Background: an optimization exercise with open tools, aiming at small area, a short achievable clock period and few clock cycles per item. Do not read the settings as production practice.
Function was checked by simulation only, so behaviour that the tests miss may differ from the original.

## run.sh

```bash
#!/bin/bash
# synth_recipe.tcl (not shown) runs the flow's synth.tcl, then flattens the netlist and writes it again
# the make line also repeats each setting of config.mk as NAME=value (left out here)
make -C /OpenROAD-flow-scripts/flow DESIGN_CONFIG=/design/flow/config.mk WORK_HOME=/design/flow/orfs CLKGATE_MAP_FILE= SYNTH_SCRIPT=/design/flow/synth_recipe.tcl finish
```

## config.mk

```make
export PLATFORM = sky130hd
export DESIGN_NAME = epoch_seconds_to_calendar_unit
export DESIGN_NICKNAME = epoch_seconds_to_calendar_unit
export VERILOG_FILES = /design/flow/design.v
export SDC_FILE = /design/flow/constraint.sdc
export NUM_CORES = 4
export LEC_CHECK = 0
export CAP_MARGIN = 20
export CORE_MARGIN = 2
export CORE_UTILIZATION = 40
export SLEW_MARGIN = 20
```

## constraint.sdc

```tcl
create_clock -name core_clock -period 10.0 [get_ports {clk}]
set_input_delay 2.0000 -clock core_clock [delete_from_list [all_inputs] [get_ports {clk}]]
set_output_delay 2.0000 -clock core_clock [all_outputs]
set_load 0.01 [all_outputs]
```

## design.v

```verilog
`timescale 1ns / 1ps
package esc_pkg;
  localparam int EPOCH_W = 32;
  localparam int TZ_W    = 5;
endpackage
`timescale 1ns / 1ps
module esc_ctrl #(
  parameter int STAGES = 4
) (
  input  logic              clk,
  input  logic              rst_n,
  input  logic              in_valid,
  output logic              in_ready,
  output logic              out_valid,
  input  logic              out_ready,
  output logic              adv          
);
  logic [STAGES-1:0] v_r;
  assign out_valid = v_r[STAGES-1];
  assign adv       = !v_r[STAGES-1] || out_ready;
  assign in_ready  = adv;
  always_ff @(posedge clk) begin
    if (!rst_n) begin
      v_r <= '0;
    end else if (adv) begin
      v_r <= {v_r[STAGES-2:0], in_valid};
    end
  end
endmodule
`timescale 1ns / 1ps
module esc_datapath (
  input  logic                            clk,
  input  logic                            rst_n,
  input  logic                            cfg_wr_en,
  input  logic signed [esc_pkg::TZ_W-1:0] cfg_wr_data,
  input  logic [esc_pkg::EPOCH_W-1:0]     in_epoch_seconds,
  input  logic                            adv,
  output logic                            out_valid_res,
  output logic [5:0]                      out_second,
  output logic [5:0]                      out_minute,
  output logic [4:0]                      out_hour,
  output logic [4:0]                      out_day_of_month,
  output logic [3:0]                      out_month,
  output logic [11:0]                     out_year,
  output logic [2:0]                      out_weekday,
  output logic [8:0]                      out_day_of_year
);
  localparam logic signed [esc_pkg::TZ_W-1:0] TZ_RESET = 5'sd3;
  localparam logic [31:0] SEC_DAY1     = 32'd86400;         
  localparam logic [31:0] SEC_2100_FEB = 32'd4107456000;    
  localparam logic [31:0] SEC_2100_MAR = 32'd4107542400;    
  localparam logic [31:0] SEC_2100_MR2 = 32'd4107628800;    
  function automatic logic [7:0] cell15(input logic [3:0] r, input logic [3:0] e);
    logic [4:0] t;
    logic       w;
    t = {1'b0, r} + {1'b0, e};
    w = t[4] | (&t[3:0]);
    cell15 = {t[3:0] + {3'b000, w}, r + {3'b000, w}};
  endfunction
  function automatic logic [3:0] cell3(input logic [1:0] r, input logic [1:0] e);
    logic [3:0] v;
    v = {r, e};
    cell3[3] = (v[3] & !v[1] & !v[0]) |
        (v[2] & !v[1] & v[0]) |
        (v[3] & v[1] & v[0]) |
        (!v[3] & !v[2] & v[1] & !v[0]);
    cell3[2] = (v[2] & !v[1] & !v[0]) |
        (v[3] & v[1] & !v[0]) |
        (v[2] & v[1] & v[0]) |
        (!v[3] & !v[2] & !v[1] & v[0]);
    cell3[1] = (v[3]) |
        (v[2] & v[1]);
    cell3[0] = (v[3] & v[1]) |
        (v[2] & !v[1]) |
        (v[3] & v[0]) |
        (!v[2] & v[1] & v[0]);
  endfunction
  function automatic logic [8:0] mstart(input logic [3:0] m);
    case (m)
      4'd0:    mstart = 9'd0;
      4'd1:    mstart = 9'd31;
      4'd2:    mstart = 9'd61;
      4'd3:    mstart = 9'd92;
      4'd4:    mstart = 9'd122;
      4'd5:    mstart = 9'd153;
      4'd6:    mstart = 9'd184;
      4'd7:    mstart = 9'd214;
      4'd8:    mstart = 9'd245;
      4'd9:    mstart = 9'd275;
      4'd10:   mstart = 9'd306;
      default: mstart = 9'd337;
    endcase
  endfunction
  logic signed [esc_pkg::TZ_W-1:0] tz_r;
  always_ff @(posedge clk) begin
    if (!rst_n) begin
      tz_r <= TZ_RESET;
    end else if (cfg_wr_en) begin
      tz_r <= cfg_wr_data;
    end
  end
  logic [7:0] c0_w;
  logic [1:0] cz_w;
  assign c0_w = cell15(4'd0, in_epoch_seconds[31:28]);
  assign cz_w = (in_epoch_seconds >= SEC_2100_MR2) ? 2'd3 :
                (in_epoch_seconds >= SEC_2100_MAR) ? 2'd2 :
                (in_epoch_seconds >= SEC_2100_FEB) ? 2'd1 : 2'd0;
  logic [23:0] s0_a;      
  logic [3:0]  s0_r1;     
  logic        s0_r2;     
  logic [3:0]  s0_lo;
  logic [4:0]  s0_tz;
  logic        s0_z;      
  logic [1:0]  s0_cz;     
  always_ff @(posedge clk) begin
    if (adv) begin
      s0_a  <= in_epoch_seconds[27:4];
      s0_r1 <= c0_w[7:4];
      s0_r2 <= c0_w[0];
      s0_lo <= in_epoch_seconds[3:0];
      s0_tz <= tz_r;
      s0_z  <= (in_epoch_seconds < SEC_DAY1);
      s0_cz <= cz_w;
    end
  end
  logic [7:0] c15_w, c14_w, c13_w, c25_w, c24_w;
  assign c15_w = cell15(s0_r1, s0_a[23:20]);
  assign c14_w = cell15(c15_w[7:4], s0_a[19:16]);
  assign c13_w = cell15(c14_w[7:4], s0_a[15:12]);
  assign c25_w = cell15({3'b000, s0_r2}, c15_w[3:0]);
  assign c24_w = cell15(c25_w[7:4], c14_w[3:0]);
  logic [11:0] s1_a;      
  logic [3:0]  s1_r1;
  logic [3:0]  s1_q1;     
  logic [3:0]  s1_r2;
  logic [4:0]  s1_q2;     
  logic [3:0]  s1_lo;
  logic [4:0]  s1_tz;
  logic        s1_z;
  logic [1:0]  s1_cz;
  always_ff @(posedge clk) begin
    if (adv) begin
      s1_a  <= s0_a[11:0];
      s1_r1 <= c13_w[7:4];
      s1_q1 <= c13_w[3:0];
      s1_r2 <= c24_w[7:4];
      s1_q2 <= {c25_w[0], c24_w[3:0]};
      s1_lo <= s0_lo;
      s1_tz <= s0_tz;
      s1_z  <= s0_z;
      s1_cz <= s0_cz;
    end
  end
  logic [7:0]  c12_w, c11_w, c10_w, c23_w, c22_w, c21_w;
  logic [21:8] h0hi_w;
  logic [1:0]  r3a [4:11];
  logic [21:8] q3hi_w;
  assign c12_w = cell15(s1_r1, s1_a[11:8]);
  assign c11_w = cell15(c12_w[7:4], s1_a[7:4]);
  assign c10_w = cell15(c11_w[7:4], s1_a[3:0]);
  assign c23_w = cell15(s1_r2, s1_q1);
  assign c22_w = cell15(c23_w[7:4], c12_w[3:0]);
  assign c21_w = cell15(c22_w[7:4], c11_w[3:0]);
  assign h0hi_w = {1'b0, s1_q2, c23_w[3:0], c22_w[3:0]};
  always_comb begin
    r3a[11] = 2'd0;
    for (int k = 10; k >= 4; k--) {r3a[k], q3hi_w[2*k +: 2]} = cell3(r3a[k+1], h0hi_w[2*k +: 2]);
  end
  logic [3:0]  s2_q1;     
  logic [3:0]  s2_r2;
  logic [3:0]  s2_q2;     
  logic [1:0]  s2_r3;
  logic [10:0] s2_q3;     
  logic [3:0]  s2_r1;
  logic [3:0]  s2_lo;
  logic [4:0]  s2_tz;
  logic        s2_z;
  logic [1:0]  s2_cz;
  always_ff @(posedge clk) begin
    if (adv) begin
      s2_q1 <= c10_w[3:0];
      s2_r2 <= c21_w[7:4];
      s2_q2 <= c21_w[3:0];
      s2_r3 <= r3a[4];
      s2_q3 <= q3hi_w[18:8];
      s2_r1 <= c10_w[7:4];
      s2_lo <= s1_lo;
      s2_tz <= s1_tz;
      s2_z  <= s1_z;
      s2_cz <= s1_cz;
    end
  end
  logic [7:0]  c20_w;
  logic [7:0]  h0lo_w;
  logic [1:0]  r3b [0:4];
  logic [7:0]  q3lo_w;
  logic [4:0]  hod_w;
  logic signed [6:0] h_w;
  logic        up_w;
  logic        dn_w;
  logic [4:0]  hour_w;
  logic [5:0]  x_w;
  logic [1:0]  mlo_w;
  logic [3:0]  xr_w;
  logic        c_w;
  assign c20_w  = cell15(s2_r2, s2_q1);
  assign h0lo_w = {s2_q2, c20_w[3:0]};
  always_comb begin
    r3b[4] = s2_r3;
    for (int k = 3; k >= 0; k--) {r3b[k], q3lo_w[2*k +: 2]} = cell3(r3b[k+1], h0lo_w[2*k +: 2]);
  end
  assign hod_w  = 5'(q3lo_w[2:0]) * 5'd3 + 5'(r3b[0]);
  assign h_w    = 7'(hod_w) + 7'(signed'(s2_tz));
  assign up_w   = (h_w >= 7'sd24);
  assign dn_w   = h_w[6];
  assign hour_w = up_w ? 5'(h_w - 7'sd24) : dn_w ? 5'(h_w + 7'sd24) : 5'(h_w);
  assign x_w   = {s2_r1, s2_lo[3:2]};
  assign mlo_w = 2'(x_w / 6'd15);
  assign xr_w  = 4'(x_w % 6'd15);
  assign c_w = (s2_cz == 2'd3) || (s2_cz == 2'd2 && !dn_w) || (s2_cz == 2'd1 && up_w);
  logic [15:0] s3_d0;
  logic        s3_up;
  logic        s3_dn;
  logic        s3_c;
  logic [4:0]  s3_hour;
  logic        s3_neg;
  logic [5:0]  s3_min;
  logic [5:0]  s3_sec;
  always_ff @(posedge clk) begin
    if (adv) begin
      s3_d0   <= {s2_q3, q3lo_w[7:3]};
      s3_up   <= up_w;
      s3_dn   <= dn_w;
      s3_c    <= c_w;
      s3_hour <= hour_w;
      s3_neg  <= dn_w && s2_z;
      s3_min  <= {c20_w[7:4], mlo_w};
      s3_sec  <= {xr_w, s2_lo[1:0]};
    end
  end
  logic [20:0] ybias_w;
  logic [20:0] p_w;
  logic [5:0]  ws_w;
  logic [3:0]  ws2_w;
  logic [2:0]  wd_w;
  always_comb begin
    case ({s3_c, s3_up, s3_dn})
      3'b001:  ybias_w = 21'd15045;
      3'b010:  ybias_w = 21'd15089;
      3'b101:  ybias_w = 21'd15066;
      3'b100:  ybias_w = 21'd15089;
      3'b110:  ybias_w = 21'd15111;
      default: ybias_w = 21'd15067;
    endcase
  end
  assign p_w = 21'({s3_d0, 5'd0}) - 21'({s3_d0, 3'd0}) - 21'({s3_d0, 1'b0})
             + 21'(s3_d0[15:1]) - 21'(s3_d0[15:4]) - 21'(s3_d0[15:7])
             - 21'(s3_d0[15:10]) - 21'(s3_d0[15:12]) + ybias_w;
  assign ws_w  = 6'(s3_d0[2:0]) + 6'(s3_d0[5:3]) + 6'(s3_d0[8:6]) + 6'(s3_d0[11:9])
               + 6'(s3_d0[14:12]) + 6'(s3_d0[15]) + 6'd4 + 6'(s3_up) - 6'(s3_dn);
  assign ws2_w = 4'(ws_w[2:0]) + 4'(ws_w[5:3]);
  assign wd_w  = (ws2_w >= 4'd7) ? 3'(ws2_w - 4'd7) : ws2_w[2:0];
  logic [7:0]  s4_y;
  logic [8:0]  s4_d;      
  logic [2:0]  s4_wd;
  logic [4:0]  s4_hour;
  logic        s4_neg;
  logic [5:0]  s4_min;
  logic [5:0]  s4_sec;
  always_ff @(posedge clk) begin
    if (adv) begin
      s4_y    <= p_w[20:13];
      s4_d    <= s3_d0[8:0] + 9'(s3_up) - 9'(s3_dn) + 9'(s3_c);
      s4_wd   <= wd_w;
      s4_hour <= s3_hour;
      s4_neg  <= s3_neg;
      s4_min  <= s3_min;
      s4_sec  <= s3_sec;
    end
  end
  logic [8:0]  dm_w;
  logic [3:0]  mp_w;
  assign dm_w = s4_d + 9'd159 + 9'({s4_y, 7'd0}) + 9'({s4_y, 4'd0}) + 9'({s4_y, 1'b0})
              + 9'(s4_y) - 9'(s4_y[7:2]);
  always_comb begin
    mp_w = 4'd0;
    for (int m = 1; m < 12; m++) begin
      if (dm_w >= mstart(4'(m))) mp_w = 4'(m);
    end
  end
  logic [7:0]  s5_y;
  logic [8:0]  s5_dm;
  logic [3:0]  s5_mp;
  logic [2:0]  s5_wd;
  logic [4:0]  s5_hour;
  logic        s5_neg;
  logic [5:0]  s5_min;
  logic [5:0]  s5_sec;
  always_ff @(posedge clk) begin
    if (adv) begin
      s5_y    <= s4_y;
      s5_dm   <= dm_w;
      s5_mp   <= mp_w;
      s5_wd   <= s4_wd;
      s5_hour <= s4_hour;
      s5_neg  <= s4_neg;
      s5_min  <= s4_min;
      s5_sec  <= s4_sec;
    end
  end
  logic        j_w;
  logic        leap_w;
  assign j_w    = (s5_mp >= 4'd10);
  assign leap_w = (s5_y[1:0] == 2'b00) && (s5_y[7:2] != 6'd33);
  assign out_valid_res    = !s5_neg;
  assign out_second       = s5_neg ? 6'd0  : s5_sec;
  assign out_minute       = s5_neg ? 6'd0  : s5_min;
  assign out_hour         = s5_neg ? 5'd0  : s5_hour;
  assign out_day_of_month = s5_neg ? 5'd0  : 5'(s5_dm - mstart(s5_mp)) + 5'd1;
  assign out_month        = s5_neg ? 4'd0  : j_w ? s5_mp - 4'd10 : s5_mp + 4'd2;
  assign out_year         = s5_neg ? 12'd0 : 12'd1968 + 12'(s5_y) + 12'(j_w);
  assign out_weekday      = s5_neg ? 3'd0  : s5_wd;
  assign out_day_of_year  = s5_neg ? 9'd0  : j_w ? s5_dm - 9'd306 : s5_dm + 9'd59 + 9'(leap_w);
endmodule
`timescale 1ns / 1ps
module epoch_seconds_to_calendar_unit (
  input  logic                            clk,
  input  logic                            rst_n,
  input  logic                            cfg_wr_en,
  input  logic signed [esc_pkg::TZ_W-1:0] cfg_wr_data,
  input  logic                            in_valid,
  output logic                            in_ready,
  input  logic [esc_pkg::EPOCH_W-1:0]     in_epoch_seconds,
  output logic                            out_valid,
  input  logic                            out_ready,
  output logic                            out_valid_res,
  output logic [5:0]                      out_second,
  output logic [5:0]                      out_minute,
  output logic [4:0]                      out_hour,
  output logic [4:0]                      out_day_of_month,
  output logic [3:0]                      out_month,
  output logic [11:0]                     out_year,
  output logic [2:0]                      out_weekday,
  output logic [8:0]                      out_day_of_year
);
  logic adv;
  esc_ctrl #(.STAGES(6)) u_ctrl (
    .clk       (clk),
    .rst_n     (rst_n),
    .in_valid  (in_valid),
    .in_ready  (in_ready),
    .out_valid (out_valid),
    .out_ready (out_ready),
    .adv       (adv)
  );
  esc_datapath u_datapath (
    .clk              (clk),
    .rst_n            (rst_n),
    .cfg_wr_en        (cfg_wr_en),
    .cfg_wr_data      (cfg_wr_data),
    .in_epoch_seconds (in_epoch_seconds),
    .adv              (adv),
    .out_valid_res    (out_valid_res),
    .out_second       (out_second),
    .out_minute       (out_minute),
    .out_hour         (out_hour),
    .out_day_of_month (out_day_of_month),
    .out_month        (out_month),
    .out_year         (out_year),
    .out_weekday      (out_weekday),
    .out_day_of_year  (out_day_of_year)
  );
endmodule
```

==> results.sh, run 1 <==
export IMPL_status="complete, no violations"
export IMPL_maxCapViolCount=0
export IMPL_dp_hpwl_um=25180
export IMPL_endpoint_kind="flip-flop"
export IMPL_synth_area_um2=18730
export IMPL_ys_ff_latch=251
export IMPL_antenna_found_initial=0
export IMPL_cp_required_ns=10.30
export IMPL_r2r_slack_ns=3.15
export IMPL_viasPerCell=5.031
export IMPL_synthCells=1624
export IMPL_grt_pass1_wl_um=55900
export IMPL_port_buffers=94
export IMPL_startpoint_type="flip-flop"
export IMPL_avgRoutedWirePerCell_um=13.87
export IMPL_synthesis_nets=2005
export IMPL_ys_seq_area_frac=0.3965
export IMPL_cp_arrival_ns=7.15
export IMPL_hp_class="flip-flop to flip-flop"
export IMPL_tightest_slew_ns=0.9072
export IMPL_fp_coreArea_um2=46360
export IMPL_die_area_um2=48580
export IMPL_crit_path_end="u_datapath.s3_c"
export IMPL_cts_resized=0
export IMPL_clkSinkCount=251
export IMPL_relSlewSlack=0.3940
export IMPL_drtAntennaViolNets=0
export IMPL_finClkSkew_ns=0.009768
export IMPL_drt_iter0_markers=478
export IMPL_synthFlopType="edfxtp_1"
export IMPL_synth_edf_count=240
export IMPL_crit_path_top_delay_cell="fa_1"
export IMPL_async_reset_ff_frac=0
export IMPL_cts_tree="done"
export IMPL_drc_errors=0
export IMPL_critPathMaxStageDelay_ns=0.51
export IMPL_fin_crit_ns=6.854
export IMPL_dr_wl_met3_um=1032
export IMPL_drive_above_1_share=0.05055
export IMPL_syn2layout_area_growth_pct=13.97
export IMPL_hold_buffers=0
export IMPL_worstReg2RegEnd="u_datapath.s3_c"
export IMPL_ios=95
export IMPL_place_gp_congestion=0.8659
export IMPL_grt_pass1_vias=11961
export IMPL_r2r_worst_path_cells=28
export IMPL_post_place_ws_ns=3.203
export IMPL_setup_ws_ns=3.146
export IMPL_wirelength_um=32570
export IMPL_fmax_ghz=0.1459
export IMPL_cts_root_buf="clkbuf_16"
export IMPL_overflow=0
export IMPL_first_pass_iters=5
export IMPL_insertion_delay_ns=0.56
export IMPL_path_depth=28
export IMPL_finalNonFillerCells=2348
export IMPL_wl_met1_um=14190
export IMPL_row_count=79
export IMPL_setup_viol=0
export IMPL_initial_core_util=0.4041
export IMPL_cts_buffer_depth=3
export IMPL_nNetsFinal=2100
export IMPL_dr_total_vias=11813
export IMPL_ys_warn_count=4
export IMPL_hold_viol=0
export IMPL_timing_setup_tns_ns=0
export IMPL_fp_dieW_um=220.4
export IMPL_place_inst=2295
export IMPL_post_cts_buffers=0
export IMPL_cp_num_buf_inv=2
export IMPL_syn_avg_cell_area_um2=11.54
export IMPL_crit_path_start="u_datapath.s2_r2[0]"
export IMPL_crit_fanout=6
export IMPL_cts_buffers=29
export IMPL_top_layer_used="met4"
export IMPL_grt_start_max_net_pins=109
export IMPL_clk_pin_slew_ns=0.06
export IMPL_reg2reg_from="u_datapath.s2_r2[0]"
export IMPL_rsz0062_at_grt="false"
export IMPL_die_h_um=220.4
export IMPL_grt_usage=0.1385
export IMPL_cts_max_level=1
export IMPL_yosysUniqueCellTypes=87
export IMPL_critPathTopFamily="adder cells"
export IMPL_period_share=0.6854
export IMPL_diodes=0
export IMPL_path_class="flip-flop to flip-flop"
export IMPL_crit_top_cell="ha_1"
export IMPL_slew_viol_final=0
export IMPL_met2_length_um=16670
[cells in the final DEF, fill, tap and decap left out, drive strengths merged, types with 49 or more instances in the layout]
cell type / count
edfxtp: 240
nor2b: 49
nor2: 86
fa: 112
o21ai: 56
a21oi: 68
xnor2: 95
nand2: 56
ha: 227
clkdlybuf4s50: 94
inv: 207
xor2: 51
[kinds of logic (layout without fill, tap and decap cells)]
kind of cell / after synthesis / after routing / synth area share
compound gates: 270 / 270 / 0.09792
xor+xnor: 146 / 146 / 0.06946
fa+ha+maj: 340 / 340 / 0.2718
buf+inv: 241 / 358 / 0.05016
flops: 251 / 251 / 0.3965
mux: 31 / 31 / 0.01716
simple gates: 345 / 345 / 0.09698
[metrics by stage]
step	area (um^2)	hold slack [ns]	util
6_report	21350	0.4147	0.4606
5_1_grt	21350	0.4237	0.4606
4_1_cts	21350	0.4155	0.4606
3_5_place_dp	20310	0.4045	0.4382
3_3_place_gp	20310	0.4005	0.4382
2_1_floorplan	18730	0.4003	-
[routing by layer]
layer,up-vias,global-route usage
met5,-,0
met2,170,0.2582
li1,5949,-
met1,5652,0.1686
met4,0,0.03043
met3,42,0.01966
[Yosys cell counts (42+ instances only)]
library cell | number | area, um^2
a21oi_1 | 68 | 340.3
a21o_1 | 45 | 337.8
nand2_1 | 55 | 206.5
xor2_1 | 49 | 429.2
nand3_1 | 42 | 210.2
o21ai_0 | 49 | 245.2
nor2b_1 | 49 | 306.5
ha_1 | 227 | 2840
edfxtp_1 | 240 | 7207
fa_1 | 112 | 2242
inv_1 | 204 | 765.7
xnor2_1 | 94 | 823.3
nor2_1 | 84 | 315.3
[state kept, by name, indices dropped and copies added, names as in the netlist, 8 cells and up]
register / count
u_datapath.s0_a: 24
u_datapath.s1_a: 12
u_datapath.s2_q3: 11
u_datapath.s3_d0: 16
u_datapath.s4_d: 9
u_datapath.s4_y: 8
u_datapath.s5_dm: 9
u_datapath.s5_y: 8
[worst min-delay path by stage]
stage / startpoint / end / slack (ns) / cells past startpoint
after floorplan: u_datapath.s0_a[0] / u_datapath.s1_a[0] / 0.40 / 0
after global placement: u_datapath.s3_sec[0] / u_datapath.s4_sec[0] / 0.40 / 0
after detailed placement: u_datapath.s0_a[11] / u_datapath.s1_a[11] / 0.40 / 0
after CTS: u_datapath.s1_lo[3] / u_datapath.s2_lo[3] / 0.42 / 0
after global routing: u_datapath.s1_lo[3] / u_datapath.s2_lo[3] / 0.42 / 0
final: u_datapath.s0_a[3] / u_datapath.s1_a[3] / 0.41 / 0
[area by class of cell]
cell class / instances / area [um^2]
clock inverters: 23 / 309.0
flip-flops and latches: 251 / 7427
clock buffers: 30 / 729.5
multi-input cells: 1132 / 10370
repair buffers: 99 / 978.4
well taps: 607 / 759.5
fillers: 4227 / 25010
inverters: 206 / 780.7
Testbench counts, summed over its fixed seeds: cycles 2,632, items 2,560.
==> run 2, diff against run 1 <==
--- a/design.v
+++ b/design.v
@@ -209,7 +209,11 @@
     r3b[4] = s2_r3;
     for (int k = 3; k >= 0; k--) {r3b[k], q3lo_w[2*k +: 2]} = cell3(r3b[k+1], h0lo_w[2*k +: 2]);
   end
-  assign hod_w  = 5'(q3lo_w[2:0]) * 5'd3 + 5'(r3b[0]);
+  logic [3:0] lm3a_w, lm3b_w, k_w;
+  assign lm3a_w = cell3(2'd0, {1'b0, c20_w[2]});
+  assign lm3b_w = cell3(lm3a_w[3:2], c20_w[1:0]);              
+  assign k_w    = cell3({r3b[0][0], r3b[0][1]}, lm3b_w[3:2]);   
+  assign hod_w  = {k_w[3:2], c20_w[2:0]};
   assign h_w    = 7'(hod_w) + 7'(signed'(s2_tz));
   assign up_w   = (h_w >= 7'sd24);
   assign dn_w   = h_w[6];
--- a/config.mk
+++ b/config.mk
@@ -8,4 +8,5 @@
 export CAP_MARGIN = 20
 export CORE_MARGIN = 2
 export CORE_UTILIZATION = 40
+export SETUP_SLACK_MARGIN = 4.5
 export SLEW_MARGIN = 20
==> results.sh, run 2 <==
export IMPL_grt_pass1_wl_um=55890
export IMPL_ios=95
export IMPL_synth_top_cell_area_share=0.3894
export IMPL_tightest_slew_ns=0.8719
export IMPL_drtAntennaViolNets=0
export IMPL_largest_register_ff_count=24
export IMPL_slew_viol_final=0
export IMPL_synthCells=1608
export IMPL_final_cell_mix="edfxtp_1, ha_1, inv_1, fa_1, clkdlybuf4s50_1"
export IMPL_path_class="input port to primary output"
export IMPL_drt_iter0_markers=358
export IMPL_final_common_cell="edfxtp_1"
export IMPL_hold_viol=0
export IMPL_first_pass_iters=4
export IMPL_reg2reg_from="u_datapath.s1_r1[0]"
export IMPL_async_reset_ff_frac=0
export IMPL_diodes=0
export IMPL_relSlewSlack=0.4188
export IMPL_maxCapViolCount=0
export IMPL_synth_edf_count=240
export IMPL_ys_top_cells_by_count="edfxtp_1, ha_1, inv_1"
export IMPL_avgRoutedWirePerCell_um=14.04
export IMPL_fp_dieW_um=219.1
export IMPL_crit_path_end="in_ready"
export IMPL_initial_core_util=0.4070
export IMPL_startpoint_type="input port"
export IMPL_hp_class="flip-flop to flip-flop"
export IMPL_cts_root_buf="clkbuf_16"
export IMPL_cts_buffer_depth=3
export IMPL_status="complete, no violations"
export IMPL_synthFlopType="edfxtp_1"
export IMPL_period_share=0.5443
export IMPL_dp_hpwl_um=25200
export IMPL_crit_fanout=8
export IMPL_clkSinkCount=251
export IMPL_ys_ff_latch=251
export IMPL_dr_total_vias=11793
export IMPL_fin_crit_ns=5.443
export IMPL_synthesis_nets=1980
export IMPL_die_area_um2=48010
export IMPL_r2r_slack_ns=4.74
export IMPL_place_gp_congestion=0.8410
export IMPL_cp_arrival_ns=3.44
export IMPL_overflow=0
export IMPL_row_count=78
export IMPL_crit_path_start="out_ready"
export IMPL_cp_required_ns=8.00
export IMPL_viasPerCell=5.010
export IMPL_insertion_delay_ns=0.56
export IMPL_clk_pin_slew_ns=0.06
export IMPL_fmax_ghz=0.1837
export IMPL_nNetsFinal=2103
export IMPL_r2r_worst_path_cells=24
export IMPL_synthMostInstantiatedCell="edfxtp_1"
export IMPL_antenna_found_initial=0
export IMPL_cts_max_level=1
export IMPL_drive_above_1_share=0.09692
export IMPL_ys_top_cells_by_area="edfxtp_1, ha_1, fa_1, xnor2_1, inv_1"
export IMPL_ys_seq_area_frac=0.4013
export IMPL_yosysUniqueCellTypes=84
export IMPL_endpoint_kind="primary output"
export IMPL_setup_viol=0
export IMPL_hold_buffers=0
export IMPL_reg_top3="u_datapath.s0_a x24, u_datapath.s3_d0 x16, u_datapath.s1_a x12"
export IMPL_finClkSkew_ns=0.008745
export IMPL_cts_tree="done"
export IMPL_syn2layout_area_growth_pct=16.70
export IMPL_grt_pass1_vias=11858
export IMPL_grt_usage=0.1401
export IMPL_worstReg2RegEnd="u_datapath.s2_r2[2]"
export IMPL_ys_warn_count=4
export IMPL_grt_start_max_net_pins=72
export IMPL_n_fill_cell=4185
export IMPL_cts_buffers=29
export IMPL_drc_errors=0
export IMPL_fp_coreArea_um2=45480
export IMPL_synth_area_um2=18510
export IMPL_timing_setup_tns_ns=0
export IMPL_rsz0062_at_grt="false"
export IMPL_wirelength_um=33050
export IMPL_port_buffers=94
export IMPL_regMostFlops="u_datapath.s0_a"
export IMPL_syn_avg_cell_area_um2=11.51
export IMPL_yosysTopAreaCell="edfxtp_1"
export IMPL_die_h_um=219.1
-- run 2: changes by cell type after synthesis, moves of 5 or more --
cell | previous run | this run
inv_1 | 204 | 196
nand3_1 | 42 | 35
nor2_1 | 84 | 92
o21ai_1 | 7 | 0
mux2i_1 | 24 | 16
a21oi_1 | 68 | 73
xnor2_1 | 94 | 89
nand2_1 | 55 | 80
a31oi_1 | 2 | 9
nor4_1 | 8 | 3
ha_1 | 227 | 219
-- run 2: routing by layer --
metal	track usage	share of wire	vias up
met1	0.1741	0.44	5625
met5	0	0	-
met2	0.2541	0.51	190
met3	0.01927	0.032	56
li1	-	-	5922
met4	0.03784	0.024	0
-- run 2: worst min-delay path by stage --
stage,startpoint,endpoint,slack [ns],cells past startpoint
after floorplan,u_datapath.s0_a[0],u_datapath.s1_a[0],0.40,0
after global placement,u_datapath.s4_wd[2],u_datapath.s5_wd[2],0.40,0
after detailed placement,u_datapath.s0_a[6],u_datapath.s1_a[6],0.40,0
after CTS,u_datapath.s0_a[2],u_datapath.s1_a[2],0.42,0
after global routing,u_datapath.s0_tz[3],u_datapath.s1_tz[3],0.42,0
final,u_datapath.s4_min[5],u_datapath.s5_min[5],0.41,0
-- run 2: logic make-up (layout without fill, tap and decap cells) --
group | Yosys count | count (layout) | synth area share
flops | 251 | 251 | 0.4013
mux | 22 | 22 | 0.01291
simple gates | 350 | 350 | 0.09444
buf+inv | 233 | 379 | 0.04914
fa+ha+maj | 333 | 333 | 0.2697
compound gates | 275 | 275 | 0.1028
xor+xnor | 144 | 144 | 0.06970
-- run 2: cell type report --
cell class	count	area [um^2]	share of cell area
clock buffers	33	740.7	0.03429
clock inverters	21	153.9	0.007125
inverters	197	747.0	0.03458
multi-input cells	1124	10580	0.4899
flip-flops and latches	251	7427	0.3439
well taps	600	750.7	0.03476
repair buffers	127	1194	0.05526
repair inverters	1	5.005	0.0002317
-- run 2: stage by stage --
step             util  cell area (um^2)  hold WS [ns]  worst slack, ns  instances
6_report       0.4749             21600        0.4149            4.557       2354
5_1_grt        0.4749             21600        0.4208            4.426       2354
4_1_cts        0.4640             21100        0.4183            4.489       2330
3_5_place_dp   0.4413             20070        0.4045            3.881       2270
3_3_place_gp   0.4413             20070        0.4008            3.904       2270
2_1_floorplan       -             18530        0.4003            3.087       1608
-- run 2: critical path: stages --
cell and delay [ns]:
clkdlybuf4s50_1 0.45, nor2b_4 0.33, clkinvlp_4 0.17, clkdlybuf4s50_1 0.49
-- run 2: timing repair --
action	4_1_cts	5_1_grt
endpoints found under the setup margin	20	43
gates cloned	1	0
gates resized for setup	16	63
pin swaps	3	17
endpoints found under the hold margin	0	0
buffers inserted	5	24
Testbench counts of run 2, summed over its fixed seeds: cycles 2,632, items 2,560.
==> run 3, diff against run 2 <==
--- a/config.mk
+++ b/config.mk
@@ -8,5 +8,5 @@
 export CAP_MARGIN = 20
 export CORE_MARGIN = 2
 export CORE_UTILIZATION = 40
-export SETUP_SLACK_MARGIN = 4.5
+export SETUP_SLACK_MARGIN = 5
 export SLEW_MARGIN = 20
==> results.sh, run 3 <==
export IMPL_status="complete, no violations"
export IMPL_grt_usage=0.1501
export IMPL_endpoint_kind="flip-flop"
export IMPL_async_reset_ff_frac=0
export IMPL_drive_above_1_share=0.2296
export IMPL_place_gp_congestion=0.8502
export IMPL_port_buffers=94
export IMPL_drtAntennaViolNets=0
export IMPL_syn_avg_cell_area_um2=11.51
export IMPL_synthMostInstantiatedCell="edfxtp_1"
export IMPL_grt_pass1_vias=12523
export IMPL_rsz0062_at_grt="true"
export IMPL_cts_buffer_depth=3
export IMPL_ios=95
export IMPL_synthesis_nets=1980
export IMPL_ys_warn_count=4
export IMPL_fp_coreArea_um2=45480
export IMPL_cts_buffers=30
export IMPL_antenna_found_initial=0
export IMPL_synthCells=1608
export IMPL_finClkSkew_ns=0.01487
export IMPL_synth_top_cell_area_share=0.3894
export IMPL_dp_hpwl_um=25020
export IMPL_dr_total_vias=12343
export IMPL_cp_arrival_ns=5.37
export IMPL_cp_required_ns=10.30
export IMPL_clk_pin_slew_ns=0.06
export IMPL_diodes=0
export IMPL_worstReg2RegEnd="u_datapath.s2_q1[2]"
export IMPL_grt_start_max_net_pins=178
export IMPL_place_area_um2=20150
export IMPL_dr_wl_met3_um=1095
export IMPL_wl_met1_um=15680
export IMPL_ys_ff_latch=251
export IMPL_path_class="flip-flop to flip-flop"
export IMPL_timing_setup_tns_ns=0
export IMPL_final_cell_mix="edfxtp_1, inv_1, ha_1, buf_4, fa_1"
export IMPL_overflow=0
export IMPL_period_share=0.5068
export IMPL_yosysUniqueCellTypes=84
export IMPL_met2_length_um=19200
export IMPL_ys_seq_area_frac=0.4013
export IMPL_reg2reg_from="u_datapath.s1_r1[0]"
export IMPL_drt_iter0_markers=480
export IMPL_fp_dieW_um=219.1
export IMPL_cts_max_level=1
export IMPL_clkSinkCount=251
export IMPL_viasPerCell=5.036
export IMPL_yosysTopAreaCell="edfxtp_1"
export IMPL_relSlewSlack=0.2366
export IMPL_die_area_um2=48010
export IMPL_fmax_ghz=0.1973
export IMPL_reg_top3="u_datapath.s0_a x24, u_datapath.s3_d0 x16, u_datapath.s1_a x12"
export IMPL_top_layer_used="met4"
export IMPL_initial_core_util=0.4070
export IMPL_largest_register_ff_count=24
export IMPL_final_common_cell="edfxtp_1"
export IMPL_nNetsFinal=2199
export IMPL_ys_top_cells_by_area="edfxtp_1, ha_1, fa_1, xnor2_1, inv_1"
export IMPL_cts_root_buf="clkbuf_16"
export IMPL_r2r_slack_ns=4.93
export IMPL_hp_class="flip-flop to flip-flop"
export IMPL_insertion_delay_ns=0.57
export IMPL_ys_top_cells_by_count="edfxtp_1, ha_1, inv_1"
export IMPL_grt_pass1_wl_um=59630
export IMPL_avgRoutedWirePerCell_um=15.06
export IMPL_r2r_worst_path_cells=25
export IMPL_tightest_slew_ns=1.145
export IMPL_die_h_um=219.1
export IMPL_hold_viol=0
export IMPL_syn2layout_area_growth_pct=27.97
export IMPL_fin_crit_ns=5.068
export IMPL_drc_errors=0
export IMPL_maxCapViolCount=0
export IMPL_wirelength_um=36900
export IMPL_setup_viol=0
export IMPL_slew_viol_final=0
export IMPL_min_path_cells=0
export IMPL_synthFlopType="edfxtp_1"
export IMPL_row_count=78
export IMPL_worstHoldStart="u_datapath.s3_min[2]"
export IMPL_cts_tree="done"
export IMPL_first_pass_iters=6
export IMPL_startpoint_type="flip-flop"
export IMPL_synth_area_um2=18510
export IMPL_hold_path_end="u_datapath.s4_min[2]"
export IMPL_crit_fanout=3
export IMPL_synth_edf_count=240
export IMPL_final_cell_area_um2=23690
export IMPL_regMostFlops="u_datapath.s0_a"
## run 3: cell count changes in the layout (fill, tap and decap cells not counted), moves of 9 or more
cell	before	now
buf_4	33	117
ha_1	200	137
ha_4	8	63
clkdlybuf4s50_1	92	76
inv_1	190	176
a21oi_1	63	51
a21oi_2	10	21
buf_6	0	11
fa_1	107	96
fa_2	4	15
xnor2_1	80	69
inv_2	5	14
## run 3: per-stage QoR
stage | instances | hold slack [ns] | setup slack (ns) | utilization
after global routing | 2451 | 0.4140 | 4.735 | 0.5208
after global placement | 2269 | 0.4010 | 4.546 | 0.4431
final | 2451 | 0.4055 | 4.932 | 0.5208
after detailed placement | 2269 | 0.4045 | 4.482 | 0.4431
after floorplan | 1608 | 0.4003 | 3.087 | -
after CTS | 2397 | 0.4190 | 4.932 | 0.4942
## run 3: routing by layer
| layer | global-route usage | vias up |
|---|---|---|
| li1 | - | 6107 |
| met1 | 0.1836 | 5985 |
| met2 | 0.2735 | 193 |
| met3 | 0.01982 | 58 |
| met4 | 0.04685 | 0 |
| met5 | 0 | - |
## run 3: final cells by class
cell class	count	area, um^2
fill	3882	21790
multi-input combinational	1124	11810
sequential	251	7427
timing repair buffer	223	1961
clock buffer	39	805.8
inverter	197	764.5
tap	600	750.7
clock inverter	17	171.4
## run 3: how the worst max path moves through the flow
stage,startpoint,end,slack (ns),cells after the start
2_1_floorplan,out_ready,in_ready,3.09,3
3_3_place_gp,u_datapath.s1_r1[0],u_datapath.s2_q1[2],4.55,24
3_5_place_dp,u_datapath.s1_r1[0],u_datapath.s2_q1[2],4.48,24
4_1_cts,u_datapath.s5_mp[1],out_year[7],4.93,10
5_1_grt,u_datapath.s1_r1[1],u_datapath.s2_q1[2],4.73,26
6_report,u_datapath.s1_r1[0],u_datapath.s2_q1[2],4.93,25
## run 3: timing repair
item / in CTS / in global routing
endpoints found under the hold margin: 0 / 0
pin swaps: 88 / 149
setup endpoints to repair: 65 / 59
gates resized for setup: 172 / 155
hold buffers: 0 / 0
setup buffers: 72 / 54
## run 3: critical path, cell delays in order, from the launching register on
cell	delay, ns
edfxtp_1	0.40
ha_2	0.22
fa_2	0.39
a21o_1	0.19
a21oi_2	0.12
nand2_2	0.09
ha_4	0.18
ha_4	0.30
inv_4	0.04
fa_2	0.38
xor2_2	0.16
nor2_1	0.07
nand3_1	0.08
nand3b_1	0.10
buf_4	0.15
ha_4	0.16
ha_4	0.29
inv_2	0.04
fa_2	0.38
xor2_2	0.19
nor2_2	0.06
nand3_1	0.07
nand3b_1	0.20
ha_4	0.25
ha_4	0.15
xor2_1	0.15
## run 3: cells by family after synthesis
kind of cell	count (synthesis)	share of synthesized area
simple gates	350	0.09444
compound gates	275	0.1028
xor+xnor	144	0.06970
flops	251	0.4013
mux	22	0.01291
fa+ha+maj	333	0.2697
buf+inv	233	0.04914
==> run 4, diff against run 3 <==
--- a/config.mk
+++ b/config.mk
@@ -8,5 +8,4 @@
 export CAP_MARGIN = 20
 export CORE_MARGIN = 2
 export CORE_UTILIZATION = 40
-export SETUP_SLACK_MARGIN = 5
 export SLEW_MARGIN = 20
==> results.sh, run 4 <==
export IMPL_insertion_delay_ns=0.57
export IMPL_drt_iter0_markers=327
export IMPL_reg2reg_from="u_datapath.s3_dn"
export IMPL_fp_dieW_um=219.1
export IMPL_status="complete, no violations"
export IMPL_synthesis_nets=1980
export IMPL_final_common_cell="edfxtp_1"
export IMPL_tightest_slew_ns=0.9856
export IMPL_ys_ff_latch=251
export IMPL_hp_class="flip-flop to flip-flop"
export IMPL_post_cts_buffers=0
export IMPL_ys_top_cells_by_count="edfxtp_1, ha_1, inv_1"
export IMPL_crit_chain="clkdlybuf4s50_1, nor2b_1, inv_8, clkdlybuf4s50_1"
export IMPL_drc_errors=0
export IMPL_grt_usage=0.1391
export IMPL_fp_coreArea_um2=45480
export IMPL_final_cell_mix="edfxtp_1, ha_1, inv_1, fa_1, clkdlybuf4s50_1"
export IMPL_slew_viol_final=0
export IMPL_viasPerCell=5.034
export IMPL_cts_buffer_depth=3
export IMPL_yosysUniqueCellTypes=84
export IMPL_startpoint_type="input port"
export IMPL_antenna_found_initial=0
export IMPL_yosysTopAreaCell="edfxtp_1"
export IMPL_cp_num_buf_inv=3
export IMPL_synthMostInstantiatedCell="edfxtp_1"
export IMPL_synth_top_cell_area_share=0.3894
export IMPL_reg_top3="u_datapath.s0_a x24, u_datapath.s3_d0 x16, u_datapath.s1_a x12"
export IMPL_async_reset_ff_frac=0
export IMPL_cts_root_buf="clkbuf_16"
export IMPL_row_count=78
export IMPL_cts_resized=0
export IMPL_port_buffers=94
export IMPL_critPathTopFamily="buffers and inverters"
export IMPL_cts_buffers=29
export IMPL_nNetsFinal=2071
export IMPL_grt_start_max_net_pins=149
export IMPL_crit_top_cell="clkdlybuf4s50_1"
export IMPL_overflow=0
export IMPL_r2r_worst_path_cells=18
export IMPL_finClkSkew_ns=0.01098
export IMPL_met1_usage=0.1710
export IMPL_regMostFlops="u_datapath.s0_a"
export IMPL_period_share=0.6266
export IMPL_wirelength_um=32170
export IMPL_fin_crit_ns=6.266
export IMPL_path_depth=4
export IMPL_syn2layout_area_growth_pct=14.14
export IMPL_critPathMaxStageDelay_ns=0.70
export IMPL_synth_area_um2=18510
export IMPL_ys_seq_area_frac=0.4013
export IMPL_cts_max_level=1
export IMPL_setup_viol=0
export IMPL_synthCells=1608
export IMPL_clkSinkCount=251
export IMPL_crit_path_end="in_ready"
export IMPL_initial_core_util=0.4070
export IMPL_maxCapViolCount=0
export IMPL_drive_above_1_share=0.04355
export IMPL_crit_path_start="out_ready"
export IMPL_cp_arrival_ns=4.27
export IMPL_fmax_ghz=0.1596
export IMPL_die_area_um2=48010
export IMPL_syn_avg_cell_area_um2=11.51
export IMPL_path_class="input port to primary output"
export IMPL_r2r_slack_ns=4.37
export IMPL_grt_pass1_vias=11888
export IMPL_synth_edf_count=240
export IMPL_place_gp_congestion=0.8254
export IMPL_die_h_um=219.1
export IMPL_grt_pass1_wl_um=55770
export IMPL_endpoint_kind="primary output"
export IMPL_clk_pin_slew_ns=0.06
export IMPL_hold_viol=0
export IMPL_cp_required_ns=8.00
export IMPL_hold_buffers=0
export IMPL_dp_hpwl_um=25140
export IMPL_cts_tree="done"
export IMPL_ys_warn_count=4
export IMPL_crit_path_top_delay_cell="nor2b_1"
export IMPL_crit_fanout=148
export IMPL_grt_util_met3=0.02121
export IMPL_timing_setup_tns_ns=0
export IMPL_top_usage_layer="met2"
export IMPL_dr_total_vias=11690
export IMPL_largest_register_ff_count=24
export IMPL_relSlewSlack=0.3429
export IMPL_drtAntennaViolNets=0
export IMPL_diodes=0
export IMPL_avgRoutedWirePerCell_um=13.85
export IMPL_ys_top_cells_by_area="edfxtp_1, ha_1, fa_1, xnor2_1, inv_1"
export IMPL_first_pass_iters=5
export IMPL_worstReg2RegEnd="u_datapath.s4_y[7]"
export IMPL_ios=95
export IMPL_whs_ns=0.4110
export IMPL_met2_usage=0.2570
export IMPL_synthFlopType="edfxtp_1"
export IMPL_rsz0062_at_grt="false"
## run 4: logic make-up (layout without fill, tap and decap cells)
family	count (synthesis)	count (layout)	synth area share
AOI/OAI and AO/OA	275	275	0.1028
xor gates and xnor gates	144	144	0.06970
adders and majority gates	333	333	0.2697
buffers and inverters	233	347	0.04914
DFF	251	251	0.4013
muxes	22	22	0.01291
and+or+nand+nor	350	350	0.09444
## run 4: layer usage
| metal | vias up | wire (um) |
|---|---|---|
| li1 | 5865 | - |
| met1 | 5631 | 14040 |
| met2 | 159 | 16470 |
| met3 | 35 | 1131 |
| met4 | 0 | 527 |
| met5 | - | 0 |
## run 4: worst min path at each step
stage | from | cells past startpoint | endpoint | slack, ns
finish | u_datapath.s3_neg | 0 | u_datapath.s4_neg | 0.41
floorplan | u_datapath.s0_a[0] | 0 | u_datapath.s1_a[0] | 0.40
global placement | u_datapath.s2_q3[5] | 0 | u_datapath.s3_d0[10] | 0.40
CTS | u_datapath.s3_neg | 0 | u_datapath.s4_neg | 0.41
global route | u_datapath.s3_min[4] | 0 | u_datapath.s4_min[4] | 0.41
detailed placement | u_datapath.s0_tz[3] | 0 | u_datapath.s1_tz[3] | 0.40
## run 4: layout make-up
cell class | count | area [um^2]
multi-input combinational | 1124 | 10170
clock inverter | 24 | 340.3
fill | 4200 | 24350
tap | 600 | 750.7
clock buffer | 30 | 729.5
sequential | 251 | 7427
timing repair buffer | 96 | 959.7
inverter | 197 | 747.0
## run 4: through the flow
step	utilization	cell area, um^2	std cells	setup slack (ns)
after floorplan	-	18510	1608	1.064
after global placement	0.4409	20050	2268	3.715
after detailed placement	0.4409	20050	2268	3.673
after CTS	0.4645	21120	2322	3.671
after global routing	0.4645	21130	2322	3.540
final	0.4645	21130	2322	3.734
==> run 5, diff against run 4 <==
--- a/design.v
+++ b/design.v
@@ -46,10 +46,7 @@
   output logic [8:0]                      out_day_of_year
 );
   localparam logic signed [esc_pkg::TZ_W-1:0] TZ_RESET = 5'sd3;
-  localparam logic [31:0] SEC_DAY1     = 32'd86400;         
-  localparam logic [31:0] SEC_2100_FEB = 32'd4107456000;    
-  localparam logic [31:0] SEC_2100_MAR = 32'd4107542400;    
-  localparam logic [31:0] SEC_2100_MR2 = 32'd4107628800;    
+  localparam logic [15:0] DAY_2100_MAR = 16'd47541;
   function automatic logic [7:0] cell15(input logic [3:0] r, input logic [3:0] e);
     logic [4:0] t;
     logic       w;
@@ -100,18 +97,12 @@
     end
   end
   logic [7:0] c0_w;
-  logic [1:0] cz_w;
   assign c0_w = cell15(4'd0, in_epoch_seconds[31:28]);
-  assign cz_w = (in_epoch_seconds >= SEC_2100_MR2) ? 2'd3 :
-                (in_epoch_seconds >= SEC_2100_MAR) ? 2'd2 :
-                (in_epoch_seconds >= SEC_2100_FEB) ? 2'd1 : 2'd0;
   logic [23:0] s0_a;      
   logic [3:0]  s0_r1;     
   logic        s0_r2;     
   logic [3:0]  s0_lo;
   logic [4:0]  s0_tz;
-  logic        s0_z;      
-  logic [1:0]  s0_cz;     
   always_ff @(posedge clk) begin
     if (adv) begin
       s0_a  <= in_epoch_seconds[27:4];
@@ -119,8 +110,6 @@
       s0_r2 <= c0_w[0];
       s0_lo <= in_epoch_seconds[3:0];
       s0_tz <= tz_r;
-      s0_z  <= (in_epoch_seconds < SEC_DAY1);
-      s0_cz <= cz_w;
     end
   end
   logic [7:0] c15_w, c14_w, c13_w, c25_w, c24_w;
@@ -136,8 +125,6 @@
   logic [4:0]  s1_q2;     
   logic [3:0]  s1_lo;
   logic [4:0]  s1_tz;
-  logic        s1_z;
-  logic [1:0]  s1_cz;
   always_ff @(posedge clk) begin
     if (adv) begin
       s1_a  <= s0_a[11:0];
@@ -147,8 +134,6 @@
       s1_q2 <= {c25_w[0], c24_w[3:0]};
       s1_lo <= s0_lo;
       s1_tz <= s0_tz;
-      s1_z  <= s0_z;
-      s1_cz <= s0_cz;
     end
   end
   logic [7:0]  c12_w, c11_w, c10_w, c23_w, c22_w, c21_w;
@@ -174,8 +159,6 @@
   logic [3:0]  s2_r1;
   logic [3:0]  s2_lo;
   logic [4:0]  s2_tz;
-  logic        s2_z;
-  logic [1:0]  s2_cz;
   always_ff @(posedge clk) begin
     if (adv) begin
       s2_q1 <= c10_w[3:0];
@@ -186,8 +169,6 @@
       s2_r1 <= c10_w[7:4];
       s2_lo <= s1_lo;
       s2_tz <= s1_tz;
-      s2_z  <= s1_z;
-      s2_cz <= s1_cz;
     end
   end
   logic [7:0]  c20_w;
@@ -221,7 +202,10 @@
   assign x_w   = {s2_r1, s2_lo[3:2]};
   assign mlo_w = 2'(x_w / 6'd15);
   assign xr_w  = 4'(x_w % 6'd15);
-  assign c_w = (s2_cz == 2'd3) || (s2_cz == 2'd2 && !dn_w) || (s2_cz == 2'd1 && up_w);
+  logic [15:0] d0_w;
+  assign d0_w = {s2_q3, q3lo_w[7:3]};
+  assign c_w  = (d0_w >= DAY_2100_MAR + 16'd1) || (d0_w == DAY_2100_MAR && !dn_w) ||
+                (d0_w == DAY_2100_MAR - 16'd1 && up_w);
   logic [15:0] s3_d0;
   logic        s3_up;
   logic        s3_dn;
@@ -232,12 +216,12 @@
   logic [5:0]  s3_sec;
   always_ff @(posedge clk) begin
     if (adv) begin
-      s3_d0   <= {s2_q3, q3lo_w[7:3]};
+      s3_d0   <= d0_w;
       s3_up   <= up_w;
       s3_dn   <= dn_w;
       s3_c    <= c_w;
       s3_hour <= hour_w;
-      s3_neg  <= dn_w && s2_z;
+      s3_neg  <= dn_w && (d0_w == 16'd0);
       s3_min  <= {c20_w[7:4], mlo_w};
       s3_sec  <= {xr_w, s2_lo[1:0]};
     end
--- a/config.mk
+++ b/config.mk
@@ -8,4 +8,7 @@
 export CAP_MARGIN = 20
 export CORE_MARGIN = 2
 export CORE_UTILIZATION = 40
+export CTS_BUF_LIST = sky130_fd_sc_hd__clkbuf_4 sky130_fd_sc_hd__clkbuf_8
+export CTS_CLUSTER_SIZE = 24
+export SETUP_SLACK_MARGIN = 4.5
 export SLEW_MARGIN = 20
==> results.sh, run 5 <==
export IMPL_final_cell_mix="edfxtp_1, ha_1, inv_1, fa_1, clkdlybuf4s50_1"
export IMPL_die_area_um2=46240
export IMPL_fmax_ghz=0.1883
export IMPL_reg2reg_from="u_datapath.s0_r1[0]"
export IMPL_clk_pin_slew_ns=0.06
export IMPL_fp_dieW_um=215.0
export IMPL_cp_arrival_ns=3.31
export IMPL_grt_usage=0.1401
export IMPL_synth_compound_area_frac=0.09812
export IMPL_place_area_um2=19410
export IMPL_synthFlopType="edfxtp_1"
export IMPL_drtAntennaViolNets=0
export IMPL_maxCapViolCount=0
export IMPL_synth_area_um2=17810
export IMPL_fp_coreArea_um2=44120
export IMPL_cts_buffer_depth=3
export IMPL_ios=95
export IMPL_hold_buffers=0
export IMPL_yosys_area_share_simple=0.08786
export IMPL_grt_pass1_wl_um=54070
export IMPL_period_share=0.5310
export IMPL_post_place_ws_ns=3.558
export IMPL_finClkSkew_ns=0.02152
export IMPL_hold_viol=0
export IMPL_crit_chain="inv_1, nor2_1, a211oi_1, a31oi_1, ha_1, ha_1, a21o_1, a21oi_1, xnor2_1, nor2_1, clkdlybuf4s50_1"
export IMPL_die_h_um=215.0
export IMPL_worstHoldStart="u_datapath.s4_neg"
export IMPL_cts_buffers=45
export IMPL_cp_num_buf_inv=2
export IMPL_synthCells=1539
export IMPL_dr_total_vias=11474
export IMPL_cts_max_level=2
export IMPL_place_inst=2198
export IMPL_regMostFlops="u_datapath.s0_a"
export IMPL_clkSinkCount=242
export IMPL_insertion_delay_ns=0.59
export IMPL_fin_crit_ns=5.310
export IMPL_ys_top_cells_by_area="edfxtp_1, ha_1, fa_1, xnor2_1, inv_1"
export IMPL_hp_class="flip-flop to flip-flop"
export IMPL_antenna_found_initial=0
export IMPL_endpoint_kind="primary output"
export IMPL_tightest_slew_ns=1.011
export IMPL_crit_path_top_delay_cell="clkdlybuf4s50_1"
export IMPL_cts_root_buf="clkbuf_8"
export IMPL_timing_setup_tns_ns=0
export IMPL_port_buffers=94
export IMPL_drt_iter0_markers=517
export IMPL_async_reset_ff_frac=0
export IMPL_startpoint_type="flip-flop"
export IMPL_path_class="flip-flop to primary output"
export IMPL_synth_area_mux_share=0.01391
export IMPL_drive_above_1_share=0.1111
export IMPL_setup_ws_ns=4.690
export IMPL_viasPerCell=4.965
export IMPL_yosysTopAreaCell="edfxtp_1"
export IMPL_largest_register_ff_count=24
export IMPL_synth_xor_area_frac=0.07136
export IMPL_ys_ff_latch=242
export IMPL_dp_hpwl_um=23710
export IMPL_ys_warn_count=4
export IMPL_critPathMaxStageDelay_ns=0.55
export IMPL_synth_edf_count=231
export IMPL_row_count=77
export IMPL_cp_required_ns=8.00
export IMPL_reg_top3="u_datapath.s0_a x24, u_datapath.s3_d0 x16, u_datapath.s1_a x12"
export IMPL_synthesis_nets=1910
export IMPL_overflow=0
export IMPL_r2r_worst_path_cells=24
export IMPL_finalNonFillerCells=2311
export IMPL_first_pass_iters=5
export IMPL_final_common_cell="edfxtp_1"
export IMPL_grt_pass1_vias=11520
export IMPL_diodes=0
export IMPL_ys_top_cells_by_count="edfxtp_1, ha_1, inv_1"
export IMPL_crit_fanout=8
export IMPL_drc_errors=0
export IMPL_final_util=0.4762
export IMPL_hold_path_end="u_datapath.s5_neg"
export IMPL_synth_fa_ha_area_frac=0.2784
export IMPL_avgRoutedWirePerCell_um=13.75
export IMPL_synth_top_family_by_area="adder cells"
export IMPL_ys_seq_area_frac=0.4017
export IMPL_whs_ns=0.4013
export IMPL_yosysUniqueCellTypes=79
export IMPL_relSlewSlack=0.3257
export IMPL_place_gp_congestion=0.8746
export IMPL_initial_core_util=0.4037
export IMPL_multi_input_area_um2=10180
export IMPL_syn2layout_area_growth_pct=17.95
export IMPL_n_fill_cell=4072
export IMPL_slew_viol_final=0
export IMPL_rsz0062_at_grt="true"
export IMPL_status="complete, no violations"
export IMPL_synthMostInstantiatedCell="edfxtp_1"
export IMPL_setup_viol=0
export IMPL_worstReg2RegEnd="u_datapath.s1_q2[2]"
export IMPL_r2r_slack_ns=4.75
export IMPL_syn_avg_cell_area_um2=11.58
export IMPL_wirelength_um=31770
export IMPL_final_cell_area_um2=21010
export IMPL_nNetsFinal=2058
export IMPL_min_path_cells=0
export IMPL_cts_tree="done"
export IMPL_synth_top_cell_area_share=0.3894
export IMPL_layout_area_seq_um2=7157
export IMPL_grt_start_max_net_pins=85
export IMPL_critPathTopFamily="buffers and inverters"
==> run 5: changes by cell type in the layout (fill, tap and decap cells not counted), moves of 10 or more <==
| cell | previous run | this run |
|---|---|---|
| xor2_1 | 53 | 39 |
| clkbuf_16 | 29 | 0 |
| buf_4 | 1 | 38 |
| clkbuf_8 | 0 | 50 |
| nor2_1 | 92 | 78 |
| clkbuf_4 | 0 | 15 |
| nand2_1 | 80 | 69 |
| xor2_2 | 0 | 12 |
| ha_1 | 219 | 202 |
| a21o_1 | 43 | 31 |
| nor2b_1 | 50 | 40 |
==> run 5: worst max-delay path by stage <==
stage | from | endpoint | depth (start not counted)
floorplan | out_ready | in_ready | 3
global placement | out_ready | in_ready | 4
detailed placement | out_ready | in_ready | 4
CTS | out_ready | in_ready | 4
global route | u_datapath.s1_a[9] | u_datapath.s2_q2[2] | 25
finish | u_datapath.s5_mp[3] | out_day_of_month[4] | 11
==> run 5: final cells by class <==
cell class	instances	area share
sequential	242	0.3406
timing repair inverter	2	0.0005954
timing repair buffer	132	0.05859
tap	592	0.03525
clock buffer	65	0.03811
inverter	192	0.03460
clock inverter	14	0.007919
multi-input combinational	1072	0.4843
==> run 5: logic make-up (layout without fill, tap and decap cells) <==
logic type | after synthesis | in the layout
adders and majority gates | 330 | 330
and+or+nand+nor | 317 | 317
AOI/OAI and AO/OA | 258 | 258
DFF | 242 | 242
buffers and inverters | 225 | 405
xor gates and xnor gates | 143 | 143
muxes | 24 | 24
==> run 5: timing repair <==
action	CTS	global route
gates cloned	2	0
setup buffers	4	28
pin swaps	3	18
gates resized for setup	20	49
endpoints found under the setup margin	30	44
==> run 5: routing by layer <==
layer | routed length [um] | up-vias | track usage
met5 | 0 | - | 0
met4 | 685 | 0 | 0.04759
met3 | 1336 | 49 | 0.02463
met2 | 16350 | 207 | 0.2534
met1 | 13390 | 5493 | 0.1678
li1 | - | 5725 | -
Testbench counts of run 5, summed over its fixed seeds: cycles 2,632, items 2,560.
==> run 6, diff against run 5 <==
==> flow/run.sh (new file) <==
#!/bin/bash
set -e
bash standard.sh SETUP_SLACK_MARGIN=5.5 finish > standard.log 2>&1
==> standard.sh (new file) <==
#!/bin/bash
# synth_recipe.tcl (not shown) runs the flow's synth.tcl, then flattens the netlist and writes it again
# the make line also repeats each setting of config.mk as NAME=value (left out here)
make -C /OpenROAD-flow-scripts/flow DESIGN_CONFIG=/design/flow/config.mk WORK_HOME=/design/flow/orfs CLKGATE_MAP_FILE= SYNTH_SCRIPT=/design/flow/synth_recipe.tcl "${@:-finish}"
--- a/config.mk
+++ b/config.mk
@@ -8,7 +8,5 @@
 export CAP_MARGIN = 20
 export CORE_MARGIN = 2
 export CORE_UTILIZATION = 40
-export CTS_BUF_LIST = sky130_fd_sc_hd__clkbuf_4 sky130_fd_sc_hd__clkbuf_8
-export CTS_CLUSTER_SIZE = 24
 export SETUP_SLACK_MARGIN = 4.5
 export SLEW_MARGIN = 20
removed: run.sh
==> results.sh, run 6 <==
export IMPL_ys_ff_latch=242
export IMPL_drt_iter0_markers=499
export IMPL_place_area_um2=20240
export IMPL_grt_start_max_net_pins=81
export IMPL_fp_coreArea_um2=44120
export IMPL_ys_top_cells_by_count="edfxtp_1, ha_1, inv_1"
export IMPL_yosysTopAreaCell="edfxtp_1"
export IMPL_tightest_slew_ns=0.9786
export IMPL_finClkSkew_ns=0.02868
export IMPL_final_common_cell="edfxtp_1"
export IMPL_synth_edf_count=231
export IMPL_syn2layout_area_growth_pct=34.32
export IMPL_clkSinkCount=242
export IMPL_synthCells=1539
export IMPL_maxCapViolCount=0
export IMPL_largest_register_ff_count=24
export IMPL_cts_buffers=28
export IMPL_startpoint_type="flip-flop"
export IMPL_reg_top3="u_datapath.s0_a x24, u_datapath.s3_d0 x16, u_datapath.s1_a x12"
export IMPL_setup_viol=0
export IMPL_regMostFlops="u_datapath.s0_a"
export IMPL_critPathMaxStageDelay_ns=0.46
export IMPL_cts_max_level=1
export IMPL_status="complete, no violations"
export IMPL_initial_core_util=0.4037
export IMPL_port_buffers=94
export IMPL_fp_dieW_um=215.0
export IMPL_row_count=77
export IMPL_synth_top_cell_area_share=0.3894
export IMPL_antenna_found_initial=0
export IMPL_grt_pass1_vias=12329
export IMPL_drive_above_1_share=0.3061
export IMPL_synthMostInstantiatedCell="edfxtp_1"
export IMPL_slew_viol_final=0
export IMPL_crit_chain="inv_2, ha_4, nand2_4, nor3_4, fa_1, inv_2, fa_1, inv_1, fa_1, inv_2, fa_1, ha_1, and3_1, a221o_1, a21oi_4, o211a_4, o31ai_4, o21a_1, o21a_1, nor2_1, xnor2_1"
export IMPL_grt_usage=0.1508
export IMPL_period_share=0.5106
export IMPL_setup_ws_ns=4.894
export IMPL_relSlewSlack=0.3476
export IMPL_drc_errors=0
export IMPL_synth_area_um2=17810
export IMPL_whs_ns=0.4149
export IMPL_yosysUniqueCellTypes=79
export IMPL_viasPerCell=4.971
export IMPL_async_reset_ff_frac=0
export IMPL_cp_num_buf_inv=4
export IMPL_rsz0062_at_grt="true"
export IMPL_die_h_um=215.0
export IMPL_fmax_ghz=0.1958
export IMPL_cts_buffer_depth=3
export IMPL_crit_fanout=4
export IMPL_hp_class="flip-flop to flip-flop"
export IMPL_cp_arrival_ns=5.40
export IMPL_worstHoldStart="u_datapath.s4_wd[2]"
export IMPL_cts_tree="done"
export IMPL_syn_avg_cell_area_um2=11.58
export IMPL_final_cell_mix="edfxtp_1, inv_1, buf_4, ha_1, fa_1"
export IMPL_die_area_um2=46240
export IMPL_synthesis_nets=1910
export IMPL_wirelength_um=35300
export IMPL_overflow=0
export IMPL_dp_hpwl_um=24710
export IMPL_avgRoutedWirePerCell_um=14.56
export IMPL_critPathTopFamily="adder cells"
export IMPL_final_cell_area_um2=23930
export IMPL_path_class="flip-flop to flip-flop"
export IMPL_ys_seq_area_frac=0.4017
export IMPL_crit_top_cell="fa_1"
export IMPL_cts_root_buf="clkbuf_16"
export IMPL_clk_pin_slew_ns=0.07
export IMPL_cp_required_ns=10.29
export IMPL_crit_path_top_delay_cell="fa_1"
export IMPL_grt_pass1_wl_um=58710
export IMPL_hold_viol=0
export IMPL_reg2reg_from="u_datapath.s3_dn"
export IMPL_drtAntennaViolNets=0
export IMPL_first_pass_iters=4
export IMPL_ys_warn_count=4
export IMPL_insertion_delay_ns=0.56
export IMPL_diodes=0
export IMPL_place_gp_congestion=0.8780
export IMPL_dr_total_vias=12054
export IMPL_post_place_ws_ns=4.121
export IMPL_nNetsFinal=2185
export IMPL_synthFlopType="edfxtp_1"
export IMPL_crit_path_start="u_datapath.s3_dn"
export IMPL_timing_setup_tns_ns=0
export IMPL_ys_top_cells_by_area="edfxtp_1, ha_1, fa_1, xnor2_1, inv_1"
export IMPL_fin_crit_ns=5.106
export IMPL_ios=95
export IMPL_endpoint_kind="flip-flop"
-- run 6: cell counts after synthesis --
Identical to the previous run, type by type.
-- run 6: layer usage --
layer  global-route usage  vias to the layer above  wire length [um]
met5                    0                        -                 0
met3              0.02109                       57              1125
met2               0.2807                      174             18420
met4              0.03885                        0               914
met1               0.1825                     5841             14850
li1                     -                     5982                 -
-- run 6: what timing repair did --
action,4_1_cts,5_1_grt
gates resized for setup,235,150
hold buffers,0,0
setup buffers,117,60
pin swaps,133,112
endpoints found under the setup margin,79,77
-- run 6: cell families (layout without fill, tap and decap cells) --
group / Yosys count / after routing / share of synthesized area
muxes: 24 / 24 / 0.01391
DFF: 242 / 242 / 0.4017
buffers and inverters: 225 / 519 / 0.04860
adders and majority gates: 330 / 330 / 0.2784
AOI/OAI and AO/OA: 258 / 258 / 0.09812
xor gates and xnor gates: 143 / 143 / 0.07136
and+or+nand+nor: 317 / 317 / 0.08786
-- run 6: stage by stage --
| stage | instances | utilization |
|---|---|---|
| after global placement | 2198 | 0.4583 |
| after floorplan | 1539 | - |
| final | 2425 | 0.5423 |
| after CTS | 2365 | 0.5175 |
| after global routing | 2425 | 0.5423 |
| after detailed placement | 2199 | 0.4588 |
-- run 6: final cells by class --
class	count	area, um^2
Fill cell	3714	20200
Tap cell	592	740.7
Clock inverter	16	170.2
Inverter	192	749.5
Multi-Input combinational cell	1072	12060
Sequential cell	242	7157
Clock buffer	33	719.4
Timing Repair Buffer	278	2332
-- run 6: path summary, 6_finish.rpt --
kind                               to  slack, ns  depth (start not counted)
setup / recovery   u_datapath.s4_y[7]       4.89                         21
hold / removal    u_datapath.s5_wd[2]       0.41                          0
setup reg to reg   u_datapath.s4_y[7]       4.89                         21
hold reg to reg   u_datapath.s5_wd[2]       0.41                          0

-- static timing again, ports no longer ideal --
How much do the figures lean on ideal ports? The routed layouts below were timed once more, with nothing changed but the port constraints. Step 1, drivers: a clkbuf_16 drives clk and a buf_2 each remaining input, both assumed. Step 2 adds t to the input delays and takes it off the output delays; t is the mean of the earliest and latest rising clock arrival at the registers after step 1. Input paths then give back, and output paths get back, about the clock's delay inside the block. Three values: ideal ports, drivers, drivers and shift; two values: the first two.
run | t, ns | setup WS [ns] | slew at the worst register clock pin (ns) | cell pins on the clock port's net
run 1 | 0.610 | 3.146 / 3.146 / 3.146 | 0.07 / 0.07 | 1
run 2 | 0.613 | 4.557 / 4.533 / 4.533 | 0.06 / 0.06 | 1
run 3 | 0.615 | 4.932 / 4.932 / 4.932 | 0.06 / 0.06 | 1
run 4 | 0.619 | 3.734 / 3.713 / 3.713 | 0.07 / 0.07 | 1
run 5 | 0.625 | 4.690 / 4.644 / 4.714 | 0.06 / 0.06 | 1
run 6 | 0.595 | 4.894 / 4.894 / 4.894 | 0.07 / 0.07 | 1
After both steps setup and hold are still met in every run listed. For run 2, which loses most, drivers alone change the setup slack by -0.024 ns; drivers and shift together by -0.024 ns.
